This design comes from an exercise in tuning for small area on the open sky130 flow, not from production work.
At most, simulation tests tie the RTL to the original design; equivalence was not proved.
No activity file was given, so power comes from the tool's default toggle rates. The clock port is modelled as an ideal driver; clocking choices that lean on that would not hold on a real chip.

## alpha
// sccb_responder
module sccb_responder #(
  parameter logic [6:0] DEV_ID   = SCCB_DEV_ID,
  parameter int         FILT_LEN = 4
) (
  input  logic       i_clk,
  input  logic       i_rst,
  input  logic       i_SCL,
  input  logic       i_SDA,
  output logic       o_SDA_oe,
  output logic       o_wr_valid,
  output logic [7:0] o_wr_addr,
  output logic [7:0] o_wr_data,
  input  logic [7:0] i_dbg_addr,
  output logic [7:0] o_dbg_data,
  output logic       o_busy,
  output logic       o_err
);
==> flow/config.mk <==
export PLATFORM = sky130hd
export DESIGN_NAME = sccb_responder
export DESIGN_NICKNAME = sccb_responder
export VERILOG_FILES = /design/flow/design.v
export SDC_FILE = /design/flow/constraint.sdc
export NUM_CORES = 4
export LEC_CHECK = 0
export CAP_MARGIN = 20
export CORE_MARGIN = 2
export CORE_UTILIZATION = 40
export SLEW_MARGIN = 20
export SYNTH_HIERARCHICAL = 1
==> flow/constraint.sdc <==
create_clock -name core_clock -period 10.0 [get_ports {i_clk}]
set_input_delay 2.0000 -clock core_clock [delete_from_list [all_inputs] [get_ports {i_clk}]]
set_output_delay 2.0000 -clock core_clock [all_outputs]
set_load 0.01 [all_outputs]
standard.sh (not shown) runs the stock make flow with config.mk's settings and CLKGATE_MAP_FILE= SYNTH_SCRIPT=/design/flow/synth_recipe.tcl, a recipe that flattens the netlist after the stock synthesis.
==> flow/flow/run.sh <==
#!/bin/bash
# Standard synthesis, then every combinational cell downsized to the
# smallest of its family, then the standard layout with a clock tree built
# without dummy loads and with small port buffers.
set -euo pipefail
RES="$PWD/orfs/results/${FLOW_PLATFORM}/sccb_responder/base"

bash standard.sh synth > synth.log 2>&1

RESULTS_DIR="$RES" openroad -no_init -exit flow/downsize.tcl > downsize.log 2>&1

export CTS_ARGS="-sink_clustering_enable -repair_clock_nets -dont_use_dummy_load -buf_list sky130_fd_sc_hd__clkbuf_4 -sink_clustering_buffer sky130_fd_sc_hd__clkbuf_16 -sink_clustering_size 35 -sink_clustering_max_diameter 70"
export BUFFER_PORTS_ARGS="-buffer_cell sky130_fd_sc_hd__buf_1"
bash standard.sh finish > layout.log 2>&1
Other scripts of this flow, unchanged in this note and not shown: flow/flow/downsize.tcl
alpha went all the way through the flow, and no timing, DRC or antenna check failed.
Changes in beta relative to alpha:
--- a/flow/flow/run.sh
+++ b/flow/flow/run.sh
@@ -10,5 +10,5 @@
 RESULTS_DIR="$RES" openroad -no_init -exit flow/downsize.tcl > downsize.log 2>&1
 
-export CTS_ARGS="-sink_clustering_enable -repair_clock_nets -dont_use_dummy_load -buf_list sky130_fd_sc_hd__clkbuf_4 -sink_clustering_buffer sky130_fd_sc_hd__clkbuf_16 -sink_clustering_size 35 -sink_clustering_max_diameter 70"
+export CTS_ARGS="-sink_clustering_enable -repair_clock_nets -dont_use_dummy_load -buf_list sky130_fd_sc_hd__clkbuf_8 -sink_clustering_buffer sky130_fd_sc_hd__clkbuf_16 -sink_clustering_size 30 -sink_clustering_max_diameter 80"
 export BUFFER_PORTS_ARGS="-buffer_cell sky130_fd_sc_hd__buf_1"
 bash standard.sh finish > layout.log 2>&1
### Flow results
beta ends up with a share of total power in the clock network that is 0.6 points higher than in alpha.
As far as die area goes, beta and alpha are indistinguishable; the numbers are identical.
alpha → beta: worst slack on hold paths rose by 0.029 ns; routing usage on met3 stayed essentially flat; final period utilization rose by 1.8 points; final critical-path required period rose by 0.18 ns; final-stage net count stayed essentially flat.
Changes in gamma relative to beta:
# beta
export LEC_CHECK = 0
export CAP_MARGIN = 20
export CORE_MARGIN = 2
export CORE_UTILIZATION = 40
export SLEW_MARGIN = 20
export SYNTH_HIERARCHICAL = 1
create_clock -name core_clock -period 10.0 [get_ports {i_clk}]
# gamma
export LEC_CHECK = 0
export CAP_MARGIN = 20
export CORE_MARGIN = 2
export CORE_UTILIZATION = 65
export PLACE_DENSITY = 0.72
export SLEW_MARGIN = 20
export SYNTH_HIERARCHICAL = 1
create_clock -name core_clock -period 10.0 [get_ports {i_clk}]
--- a/flow/flow/run.sh
+++ b/flow/flow/run.sh
@@ -10,5 +10,5 @@
 RESULTS_DIR="$RES" openroad -no_init -exit flow/downsize.tcl > downsize.log 2>&1
 
-export CTS_ARGS="-sink_clustering_enable -repair_clock_nets -dont_use_dummy_load -buf_list sky130_fd_sc_hd__clkbuf_8 -sink_clustering_buffer sky130_fd_sc_hd__clkbuf_16 -sink_clustering_size 30 -sink_clustering_max_diameter 80"
+export CTS_ARGS="-sink_clustering_enable -repair_clock_nets -dont_use_dummy_load -buf_list sky130_fd_sc_hd__clkbuf_8 -sink_clustering_size 18 -sink_clustering_max_diameter 45"
 export BUFFER_PORTS_ARGS="-buffer_cell sky130_fd_sc_hd__buf_1"
 bash standard.sh finish > layout.log 2>&1
[summary]
On sequential power, beta tracks gamma almost exactly.
Number of placed cells counting well taps: gamma vs beta down 653
Against beta, fill cell instance count of the final layout in gamma fell by more than half.
Edits applied to the flow inputs when going from gamma to delta:
# gamma
export LEC_CHECK = 0
export CAP_MARGIN = 20
export CORE_MARGIN = 2
export CORE_UTILIZATION = 65
export PLACE_DENSITY = 0.72
export SLEW_MARGIN = 20
export SYNTH_HIERARCHICAL = 1
create_clock -name core_clock -period 10.0 [get_ports {i_clk}]
# delta
export LEC_CHECK = 0
export CAP_MARGIN = 20
export CORE_MARGIN = 2
export CORE_UTILIZATION = 40
export SLEW_MARGIN = 20
export SYNTH_HIERARCHICAL = 1
create_clock -name core_clock -period 10.0 [get_ports {i_clk}]
Final design area excluding fillers for delta is higher than for gamma. [compare] base=gamma new=delta: number of standard cells in the final layout excluding fillers grew by about 12%, minimum clock period grew by 0.41 ns, power grew by about 1%, wire length of the first global-routing pass grew by about 7%. Changes observed in delta relative to gamma: die outline height went up by 80 µm; static leakage was more or less identical. gamma → delta: largest stage delay on the critical path increased 0.27 ns, routed wire length moved up.
Here is what was changed in the inputs of epsilon compared with delta.
--- a/flow/flow/run.sh
+++ b/flow/flow/run.sh
@@ -10,5 +10,5 @@
 RESULTS_DIR="$RES" openroad -no_init -exit flow/downsize.tcl > downsize.log 2>&1
 
-export CTS_ARGS="-sink_clustering_enable -repair_clock_nets -dont_use_dummy_load -buf_list sky130_fd_sc_hd__clkbuf_8 -sink_clustering_size 18 -sink_clustering_max_diameter 45"
+export CTS_ARGS="-sink_clustering_enable -repair_clock_nets -dont_use_dummy_load -buf_list sky130_fd_sc_hd__clkbuf_16 -sink_clustering_size 30 -sink_clustering_max_diameter 60"
 export BUFFER_PORTS_ARGS="-buffer_cell sky130_fd_sc_hd__buf_1"
 bash standard.sh finish > layout.log 2>&1
### Flow results
Each of the runs, namely epsilon and delta, reached the end of the flow and came out clean.
Power went up by a few percent going from delta to epsilon.
Reported for epsilon and delta, synthesized area turned out identical to the last digit.
The final reports for epsilon and delta show global-route wire length before repair lower in the former.
Compared epsilon vs delta, and clock network contribution to total cell area is up in epsilon.
Final cell area: epsilon above delta
Taking delta as the reference point, the signed area change from the synthesized netlist to the final layout of epsilon rises by 0.97 points.
Looking only at worst path setup slack after routing, and setting everything else aside, the lower value of epsilon and delta goes to epsilon.

---

== job 105 ==
sccb_responder, a different RTL version from the one above (not shown whole).
For scale: ~2100 flip-flops.
clock: 10.0 ns
lec_check: 0
cap_margin: 20
core_margin: 2
core_utilization: 40
cts_buf_list: sky130_fd_sc_hd__clkbuf_4
slew_margin: 20
synth_hierarchical: 1
run.sh (not shown) runs the stock make flow with config.mk's settings and CLKGATE_MAP_FILE= SYNTH_SCRIPT=/design/flow/synth_recipe.tcl, a recipe that flattens the netlist after the stock synthesis.
Stock flow here: none of the scripts above is used.
#### Input delta (job 102 over job 105)
Settings: changing CTS_BUF_LIST from sky130_fd_sc_hd__clkbuf_4 to sky130_fd_sc_hd__clkbuf_8; setting CTS_CLUSTER_DIAMETER to 45 for the first time; setting CTS_CLUSTER_SIZE to 18 for the first time.
- As of job 102, count of routing violations after the opening detailed-route iteration had fallen slightly compared to job 105.
- Compared job 102 against job 105; delay of the slowest critical-path stage within noise.
- Wire: job 102 routes less than job 105
- Summary of the comparison: global-route usage is lower in job 102, relative to job 105.
- Comparing multi-input logic portion of the cell area for job 102 and job 105, the smaller number came from job 105.
- Job 102 against job 105: total power decreased 9.4%; combinational share of power increased 0.7 points; maximum clock frequency decreased 7.8 MHz.
- Number of H-tree branching levels (lower): job 102
No run of this note included a check of the RTL's function; only the layout flow was run.

-- afterwards: timing with drivers on the ports --
The results above use ideal ports. As a check the final layouts listed here were re-extracted and re-timed, cells and wires unchanged. Step 1: set_driving_cell puts a clkbuf_16 on i_clk and a buf_2 on each other input, an assumption about the parent block. Step 2 also shifts input and output timing later by t, the mid clock arrival at the registers, as if the neighbouring blocks saw the same clock. Slacks: ideal ports / drivers / drivers and shift; pairs: ideal ports / drivers.
run	t, ns	slack for setup (ns)	worst setup path at the end	worst register clock-pin slew, ns
alpha	1.172	4.244 / 4.293 / 3.121	input to register	0.13 / 0.13
beta	0.888	4.061 / 4.111 / 3.223	input to register	0.11 / 0.11
gamma	0.881	4.480 / 4.522 / 3.642	input to register	0.11 / 0.11
delta	0.924	4.071 / 4.126 / 3.202	input to register	0.11 / 0.11
epsilon	0.778	3.887 / 3.949 / 3.170	input to register	0.11 / 0.11
job 105	1.331	4.269 / 4.316 / 2.984	input to register	0.08 / 0.08
job 102	0.961	4.000 / 4.054 / 3.093	input to register	0.11 / 0.11
After both steps setup and hold are still met in every run listed. For job 105, which loses most, drivers alone change the setup slack by +0.047 ns; drivers and shift together by -1.285 ns.
